Background: an optimization exercise with open tools, aiming at small area, a short achievable clock period and few clock cycles. Do not read the settings as production practice. RTL that was checked went through simulation tests only; none was proved equivalent to the original.

== the reference run ==
// conv_rescaler
module conv_rescaler #(
    parameter int NB_PIXEL = 19,
    parameter int NB_COUNT = 32,
    parameter int NB_OUT   = 8,
    parameter int NB_FRAC  = 16
) (
    input  logic                clock,
    input  logic                reset,
    input  logic                i_extremesValid,
    input  logic [NB_PIXEL-1:0] i_maxValue,
    input  logic [NB_PIXEL-1:0] i_minValue,
    input  logic [NB_COUNT-1:0] i_imageSize,
    input  logic                i_valid,
    input  logic [NB_PIXEL-1:0] i_convValue,
    output logic                o_ready,
    output logic [NB_OUT-1:0]   o_pixel,
    output logic                o_valid,
    output logic                o_endSignal
);
Size: about 1700 cells after synthesis, ~230 flip-flops, about 100 I/O pins, ~17000 um^2 of cells after synthesis.
==> flow/config.mk <==
export PLATFORM = sky130hd
export DESIGN_NAME = conv_rescaler
export DESIGN_NICKNAME = conv_rescaler
export VERILOG_FILES = /design/flow/design.v
export SDC_FILE = /design/flow/constraint.sdc
export NUM_CORES = 4
export LEC_CHECK = 0
export ABC_CLOCK_PERIOD_IN_PS = 3500
export CAP_MARGIN = 20
export CORE_MARGIN = 2
export CORE_UTILIZATION = 40
export SLEW_MARGIN = 20
==> flow/constraint.sdc <==
create_clock -name core_clock -period 9.0 [get_ports {clock}]
set_input_delay 1.8000 -clock core_clock [delete_from_list [all_inputs] [get_ports {clock}]]
set_output_delay 1.8000 -clock core_clock [all_outputs]
set_load 0.01 [all_outputs]
standard.sh (not shown) runs the stock make flow with config.mk's settings and CLKGATE_MAP_FILE= SYNTH_SCRIPT=/design/flow/synth_recipe.tcl, a recipe that flattens the netlist after the stock synthesis.
==> flow/flow/run.sh <==
#!/bin/bash
# Standard layout, with the port buffers made from the smallest plain buffer, a clock tree
# of clkbuf_16 buffers each driving a cluster of up to 25 flip-flops, without dummy loads,
# and timing repair aiming for 5.8 ns of setup slack (a 3.2 ns period) at the design's 9 ns clock.
set -euo pipefail
export BUFFER_PORTS_ARGS="-buffer_cell sky130_fd_sc_hd__buf_1"
export CTS_ARGS="-sink_clustering_enable -repair_clock_nets -dont_use_dummy_load -buf_list {sky130_fd_sc_hd__clkbuf_16} -sink_clustering_size 25 -sink_clustering_max_diameter 80"
export SETUP_SLACK_MARGIN=5.8
bash standard.sh > standard_flow.log 2>&1
The reference run reached the final stage; the timing, design-rule and antenna checks on its layout passed.
Input-level comparison between the trial run and the reference run:
--- a/flow/design.v
+++ b/flow/design.v
@@ -48,35 +48,34 @@
     logic [NB_R-1:0]      lead;       
     logic [NB_R-1:0]      rem_init;
     logic [NB_SCALE:0]    ra, rb, rc;
     logic [LC-1:0]        lo_s, lo_c;
     logic                 lo_co;
     logic [NB_SCALE-LC-1:0] hi_s, hi_c, hi_sum;
     logic [NB_COUNT-1:0]  count_dec;
     logic [NB_R:0]        dsum;
-    logic                 dsub_c, gt, lt, lt_co;
+    logic                 dsub_c, gt, lt;
     assign idle     = !busy_q;
     assign accept   = i_valid && run_q;
     assign last_acc = accept && (count_q == NB_COUNT'(1));
     assign start    = idle && i_extremesValid;
     assign lone_end = start && (i_imageSize == '0);
     cr_adds #(NB_PIXEL + 1) u_delta (
         .a(c_q), .b(~{min_q[NB_PIXEL-1], min_q}), .ci(1'b1),
         .s(delta), .co());
     assign d_neg   = lt_q;
     assign span_ok = !rneg_q && (range_q != '0);
     cr_cmp #(NB_PIXEL) u_gt (
         .a({~i_convValue[NB_PIXEL-1], i_convValue[NB_PIXEL-2:0]}),
         .b(~{~max_q[NB_PIXEL-1], max_q[NB_PIXEL-2:0]}), .ci(1'b0), .co(gt));
     assign d_big = gt_q;
     cr_cmp #(NB_PIXEL) u_lt (
-        .a({~i_convValue[NB_PIXEL-1], i_convValue[NB_PIXEL-2:0]}),
-        .b(~{~min_q[NB_PIXEL-1], min_q[NB_PIXEL-2:0]}), .ci(1'b1), .co(lt_co));
-    assign lt = !lt_co;
+        .a({~min_q[NB_PIXEL-1], min_q[NB_PIXEL-2:0]}),
+        .b(~{~i_convValue[NB_PIXEL-1], i_convValue[NB_PIXEL-2:0]}), .ci(1'b0), .co(lt));
     always_comb begin
         d_clamp = delta[NB_R-1:0];
         if (d_neg)
             d_clamp = '0;
         else if (d_big)
             d_clamp = range_q;
     end
     assign dx = {1'b0, d_clamp, 1'b0};
The trial run: no failed stages, no open violations at the end. [diff] final routed wirelength across all metal layers, the trial run relative to the reference run: improvement. Summary of the trial run over the reference run: adder-cell area share of the yosys netlist grew by 0.24 points, non-clock buffer share of cell area shrank by 0.17 points, share of cell area taken by flip-flops and latches grew by 0.47 points, global-route usage shrank by 0.68 points. Start point of the critical path = scale_q[17]: the reference run; start point of the critical path = scale_q[5]: the trial run. The trial run vs the reference run — cell area after technology mapping dropped about 0.8%.
Testbench counts of the trial run, summed over its fixed seeds: cycles 20,300.
No functional check of the RTL was part of the reference run.

========
conv_rescaler, a different RTL version from the one above (not shown whole).
Size: about 1700 cells after synthesis, ~100 I/O pins, about 17000 um^2 of cells after synthesis.
Settings: LEC_CHECK=0, ABC_CLOCK_PERIOD_IN_PS=3500, CAP_MARGIN=20, CORE_MARGIN=2, CORE_UTILIZATION=40, SLEW_MARGIN=20; clock period 9.0 ns.
==> flow/flow/run.sh <==
#!/bin/bash
# Standard layout, with the port buffers made from the smallest plain buffer, a clock tree
# of clkbuf_8 buffers without dummy loads, and timing repair aiming for 5.7 ns of setup slack
# (a 3.3 ns period) at the design's 9 ns clock.
set -euo pipefail
export BUFFER_PORTS_ARGS="-buffer_cell sky130_fd_sc_hd__buf_1"
export CTS_ARGS="-sink_clustering_enable -repair_clock_nets -dont_use_dummy_load -buf_list {sky130_fd_sc_hd__clkbuf_8}"
export SETUP_SLACK_MARGIN=5.7
bash standard.sh > standard_flow.log 2>&1
Testbench counts at the start, summed over its fixed seeds: cycles 20,392.
Rerun with:
--- a/flow/design.v
+++ b/flow/design.v
@@ -111,13 +111,13 @@
     assign hi_s = psa_q ^ psb_q ^ psc_q;
     assign hi_c = (psa_q & psb_q) | (psa_q & psc_q) | (psb_q & psc_q);
     cr_adds #(NB_SCALE - LC) u_hi (.a(hi_s), .b({hi_c[NB_SCALE-LC-2:0], pc1_q}), .ci(pc2_q), .s(hi_sum), .co());
     assign init_d = start && !lone_end;
     assign prep_d = init_q;
     assign div_d  = (prep_q && span_ok) || (div_q && !scale_q[NB_SCALE-1]);
-    assign run_d  = (prep_q && !span_ok) || (div_q && scale_q[NB_SCALE-1]) || (run_q && !last_acc);
+    assign run_d  = (prep_q && !span_ok) || (div_q && !scale_q[NB_SCALE-1] && scale_q[NB_SCALE-2]) || (run_q && !last_acc);
     always_ff @(posedge clock or negedge reset) begin
         if (!reset) begin
             busy_q <= 1'b0;
             init_q <= 1'b0;
             prep_q <= 1'b0;
             div_q  <= 1'b0;
@@ -148,13 +148,13 @@
     end
     always_ff @(posedge clock) begin
         if (idle)
             c_q <= {i_maxValue[NB_PIXEL-1], i_maxValue};
         else if (prep_q)
             c_q <= {rem_init, (lead[NB_R-1:NB_OUT] == '0)};
-        else if (div_q)
+        else if (div_q && !scale_q[NB_SCALE-1])
             c_q <= {rem_next, dbit_next};
         else
             c_q <= {i_convValue[NB_PIXEL-1], i_convValue};
         if (idle) begin
             min_q   <= i_minValue;
             max_q   <= i_maxValue;
Result: The new run completed without violations; wire length came out lower by a few percent; sequential cell count does not change; core utilization hardly moves; worst hold slack got worse by 0.0055 ns; critical path depth grows by 1; die area is lower slightly; design area falls slightly.
Testbench counts after the change, summed over its fixed seeds: cycles 20,300.

==> re-timing with driven ports <==
Ports are ideal in the flow. The routed layouts listed here were re-timed in OpenROAD. Step 1 (the two cells are an assumption about what drives the block):
set clk [get_ports {clock}]
set_driving_cell -lib_cell sky130_fd_sc_hd__clkbuf_16 $clk
set_driving_cell -lib_cell sky130_fd_sc_hd__buf_2 [delete_from_list [all_inputs] $clk]
Step 2 times the ports against the registers' clock, not the clock port: input delays grow and output delays shrink by t, the midpoint of the rising clock arrivals with the driver on. Slacks: no drivers / after step 1 / after step 2; pairs: no drivers / after step 1.
| run | t, ns | slack for setup (ns) | worst hold slack (ns) | worst setup path at the end | latest minus earliest clock arrival (ns) |
|---|---|---|---|---|---|
| the reference run | 0.556 | 5.689 / 5.689 / 5.280 | 0.360 / 0.360 / 0.360 | input to register | 0.076 / 0.077 |
| the trial run | 0.561 | 5.754 / 5.754 / 5.293 | 0.355 / 0.355 / 0.355 | input to register | 0.086 / 0.086 |
| the first run of note 2 | 0.625 | 5.764 / 5.764 / 5.257 | 0.347 / 0.347 / 0.347 | input to register | 0.089 / 0.088 |
| the second run of note 2 | 0.620 | 5.695 / 5.695 / 5.191 | 0.342 / 0.342 / 0.342 | input to register | 0.068 / 0.068 |
After both steps setup and hold are still met in every run listed. For the first run of note 2, which loses most, drivers alone change the setup slack by 0.000 ns; drivers and shift together by -0.507 ns.
